Background: an optimization exercise with open tools, aiming at small area. Do not read the settings as production practice. Where RTL was checked, it was by simulation tests only, not by an equivalence proof against the original. No driver is modelled on the clock port, so clocking that relies on it looks cheaper here than on a real chip.

## build 7
// ram_burst_ctrl
module ram_burst_ctrl #(
  parameter int DATA_W = 32,
  parameter int ADDR_W = 9,
  parameter int BURST  = 16
) (
  input  logic                       clk,
  input  logic                       rst,
  input  logic                       cmd_valid,
  output logic                       cmd_ready,
  input  logic                       cmd_we,
  input  logic [ADDR_W-1:0]          cmd_addr,
  input  logic [5:0]                 cmd_len,
  input  logic                       wr_valid,
  output logic                       wr_ready,
  input  logic [DATA_W-1:0]          wr_data,
  output logic                       rd_valid,
  input  logic                       rd_ready,
  output logic [DATA_W-1:0]          rd_data,
  output logic                       rd_last,
  output logic                       busy,
  output logic                       done,
  output logic                       err,
  output logic                       ram_we,
  output logic [ADDR_W-1:0]          ram_addr,
  output logic [$clog2(BURST)-1:0]   ram_cnt,
  ...
==> module ram_burst_ctrl, before the edit <==
module ram_burst_ctrl #(
  parameter int DATA_W = 32,
  parameter int ADDR_W = 9,
  parameter int BURST  = 16
) (
  input  logic                       clk,
  input  logic                       rst,
  input  logic                       cmd_valid,
  output logic                       cmd_ready,
  input  logic                       cmd_we,
  input  logic [ADDR_W-1:0]          cmd_addr,
  input  logic [5:0]                 cmd_len,
  input  logic                       wr_valid,
  output logic                       wr_ready,
  input  logic [DATA_W-1:0]          wr_data,
  output logic                       rd_valid,
  input  logic                       rd_ready,
  output logic [DATA_W-1:0]          rd_data,
  output logic                       rd_last,
  output logic                       busy,
  output logic                       done,
  output logic                       err,
  output logic                       ram_we,
  output logic [ADDR_W-1:0]          ram_addr,
  output logic [$clog2(BURST)-1:0]   ram_cnt,
  output logic [DATA_W*BURST-1:0]    ram_wdata,
  input  logic [DATA_W*BURST-1:0]    ram_rdata
);
  localparam logic [2:0] S_IDLE   = 3'd0;
  localparam logic [2:0] S_WFILL  = 3'd2;
  localparam logic [2:0] S_WBURST = 3'd6;
  localparam logic [2:0] S_RISSUE = 3'd1;
  localparam logic [2:0] S_RWAIT  = 3'd3;
  localparam logic [2:0] S_RDRAIN = 3'd5;
  logic [2:0]        r_state;
  logic [ADDR_W:0]   r_addr;    
  logic [5:0]        r_left;    
  logic [3:0]        r_idx;     
  logic              r_ended;   
  logic              r_err;
  logic [DATA_W-1:0] r_wbuf [BURST-1];
  logic [DATA_W-1:0] r_wlast;
  function automatic logic [4:0] f_inc4(input logic [3:0] x, input logic ci);
    logic c;
    c = ci;
    for (int i = 0; i < 4; i++) begin
      f_inc4[i] = x[i] ^ c;
      c = c & x[i];
    end
    f_inc4[4] = c;
  endfunction
  function automatic logic [5:0] f_inc6(input logic [5:0] x, input logic ci);
    logic c;
    c = ci;
    for (int i = 0; i < 6; i++) begin
      f_inc6[i] = x[i] ^ c;
      c = c & x[i];
    end
  endfunction
  function automatic logic [5:0] f_dec6(input logic [5:0] x, input logic bi);
    logic b;
    b = bi;
    for (int i = 0; i < 6; i++) begin
      f_dec6[i] = x[i] ^ b;
      b = b & ~x[i];
    end
  endfunction
  logic w_idle, w_fill, w_drain, w_wburst, w_accept;
  logic w_wr_hs, w_rd_hs, w_hs, w_last, w_wdone, w_idx15, w_chunk_end;
  logic w_cmd_oor, w_cnt_clamp;
  logic [4:0]      w_lo_inc;
  logic [ADDR_W:0] w_addr_inc;
  logic [3:0]      w_cnt;
  assign w_idle      = (r_state == S_IDLE);
  assign w_fill      = (r_state == S_WFILL);
  assign w_drain     = (r_state == S_RDRAIN);
  assign w_wburst    = (r_state == S_WBURST);
  assign w_accept    = w_idle && cmd_valid;
  assign w_wr_hs     = w_fill && wr_valid;
  assign w_rd_hs     = w_drain && rd_ready;
  assign w_hs        = w_wr_hs || w_rd_hs;
  assign w_last      = (r_left == '0);
  assign w_wdone     = r_left[5] && r_left[4];
  assign w_idx15     = (r_idx == 4'd15);
  assign w_chunk_end = w_idx15 || w_last;
  assign w_lo_inc   = f_inc4(r_addr[3:0], w_rd_hs);
  assign w_addr_inc = {f_inc6(r_addr[ADDR_W:4], w_lo_inc[4] | r_ended), w_lo_inc[3:0]};
  always_comb begin
    logic c;
    c = 1'b0;
    for (int i = 0; i < 6; i++) c = (cmd_addr[i] & cmd_len[i]) | (c & cmd_addr[i]) | (c & cmd_len[i]);
    w_cmd_oor = c & (&cmd_addr[8:6]);
  end
  always_ff @(posedge clk) begin
    if (rst) begin
      r_state <= S_IDLE;
      r_ended <= 1'b0;
      r_err   <= 1'b0;
    end else begin
      r_ended <= w_wburst || (w_rd_hs && w_last);
      case (r_state)
        S_IDLE: begin
          if (cmd_valid) begin
            r_err   <= w_cmd_oor;
            r_state <= cmd_we ? S_WFILL : S_RISSUE;
          end
        end
        S_WFILL:  if (wr_valid && w_chunk_end) r_state <= S_WBURST;
        S_WBURST: begin
          r_state <= w_wdone ? S_IDLE : S_WFILL;
        end
        S_RISSUE: r_state <= S_RWAIT;
        S_RWAIT:  r_state <= S_RDRAIN;
        S_RDRAIN: begin
          if (rd_ready) begin
            if (w_last) begin
              r_state <= S_IDLE;
            end else if (w_idx15) begin
              r_state <= S_RISSUE;
            end
          end
        end
        default: r_state <= S_IDLE;
      endcase
    end
  end
  always_ff @(posedge clk) begin
    r_addr <= w_accept ? {1'b0, cmd_addr} : w_addr_inc;
    r_left <= w_accept ? cmd_len : f_dec6(r_left, w_hs);
    r_idx  <= w_accept ? 4'd0 : f_inc4(r_idx, w_hs);
  end
  generate
    for (genvar gi = 0; gi < BURST - 1; gi++) begin : g_word
      always_ff @(posedge clk)
        if (w_wr_hs && (r_idx == gi)) r_wbuf[gi] <= wr_data;
      assign ram_wdata[gi*DATA_W +: DATA_W] = r_wbuf[gi];
    end
  endgenerate
  always_ff @(posedge clk) r_wlast <= wr_data;
  assign ram_wdata[(BURST-1)*DATA_W +: DATA_W] = r_wlast;
  assign w_cnt = {r_idx[3] ^ ~(r_idx[2] | r_idx[1] | r_idx[0]), r_idx[2] ^ ~(r_idx[1] | r_idx[0]),
                  ~(r_idx[1] ^ r_idx[0]), ~r_idx[0]};
  always_comb begin
    logic c;
    c = 1'b0;
    for (int i = 0; i < 4; i++) c = (r_addr[i] & w_cnt[i]) | (c & (r_addr[i] | w_cnt[i]));
    w_cnt_clamp = c & (&r_addr[ADDR_W-1:4]);
  end
  assign cmd_ready = w_idle;
  assign busy      = !w_idle;
  assign wr_ready  = w_fill;
  assign rd_valid  = w_drain;
  assign rd_data   = r_addr[ADDR_W] ? '0 : ram_rdata[DATA_W-1:0];
  assign rd_last   = w_last;
  assign done      = w_idle && r_ended;
  assign err       = r_err;
  assign ram_we    = w_wburst && !r_addr[ADDR_W];
  assign ram_addr  = w_addr_inc[ADDR_W-1:0];
  assign ram_cnt   = w_cnt_clamp ? ~r_addr[3:0] : w_cnt;
endmodule
clock: 7.0 ns
lec_check: 0
cap_margin: 10
core_area: 4 4 181 181
die_area: 0 0 185 185
slew_margin: 10
standard.sh (not shown) runs the stock make flow with config.mk's settings and CLKGATE_MAP_FILE= SYNTH_SCRIPT=/design/flow/synth_recipe.tcl, a recipe that flattens the netlist after the stock synthesis.
==> flow/flow/run.sh <==
#!/bin/bash
# Standard layout, with the port buffers made from the smallest buffer cell and a leaner clock tree.
set -e
export BUFFER_PORTS_ARGS="-buffer_cell sky130_fd_sc_hd__buf_1"
export PLACE_PINS_ARGS="-min_distance 1 -min_distance_in_tracks"
export REMOVE_ABC_BUFFERS=1
export CTS_ARGS="-sink_clustering_enable -repair_clock_nets -dont_use_dummy_load -buf_list sky130_fd_sc_hd__clkbuf_16 -sink_clustering_size 30 -sink_clustering_max_diameter 110"
bash standard.sh > standard.log 2>&1
[inputs] trial 44 vs build 7
--- a/flow/design.v
+++ b/flow/design.v
@@ -142,11 +142,11 @@
                   ~(r_idx[1] ^ r_idx[0]), ~r_idx[0]};
   always_comb begin
     logic c;
     c = 1'b0;
     for (int i = 0; i < 4; i++) c = (r_addr[i] & w_cnt[i]) | (c & (r_addr[i] | w_cnt[i]));
-    w_cnt_clamp = c & (&r_addr[ADDR_W-1:4]);
+    w_cnt_clamp = c & (&r_addr[ADDR_W-1:4]) & w_wburst;
   end
   assign cmd_ready = w_idle;
   assign busy      = !w_idle;
   assign wr_ready  = w_fill;
   assign rd_valid  = w_drain;
@@ -154,7 +154,7 @@
   assign rd_last   = w_last;
   assign done      = w_idle && r_ended;
   assign err       = r_err;
   assign ram_we    = w_wburst && !r_addr[ADDR_W];
   assign ram_addr  = w_addr_inc[ADDR_W-1:0];
-  assign ram_cnt   = w_cnt_clamp ? ~r_addr[3:0] : w_cnt;
+  assign ram_cnt   = w_cnt_clamp ? ~r_addr[3:0] : (w_cnt & {4{w_wburst}});
 endmodule
==> results.txt <==
Build 7 and trial 44 ended up with roughly the same post-route cell area. Share of cells above drive strength 1, build 7 and trial 44, lower one = trial 44. Trial 44 has first-pass GRT wire length above what build 7 had. Final routed wirelength across all metal layers | trial 44 above build 7. Global-route usage up 3.2 points in trial 44 wrt build 7.
The RTL of build 7 was laid out without a check of its function.

## re-timing with driven ports
Ports are ideal in the flow. The routed layouts listed here were re-timed in OpenROAD. Step 1 assumes that a clkbuf_16 drives the clock port and a buf_2 every other input. Step 2 also shifts input and output timing later by t, the mid clock arrival at the registers, as if the neighbouring blocks saw the same clock. Slacks: ideal ports / drivers / drivers and shift; pairs: ideal ports / drivers.
run	shift t [ns]	slack for setup (ns)	slew at the worst register clock pin (ns)
build 7	0.591	1.727 / 1.660 / 1.660	0.12 / 0.12
trial 44	0.593	1.768 / 1.698 / 1.698	0.12 / 0.12
After both steps every run listed still meets setup and hold. For trial 44, which loses most, drivers alone change the setup slack by -0.070 ns; drivers and shift together by -0.070 ns.
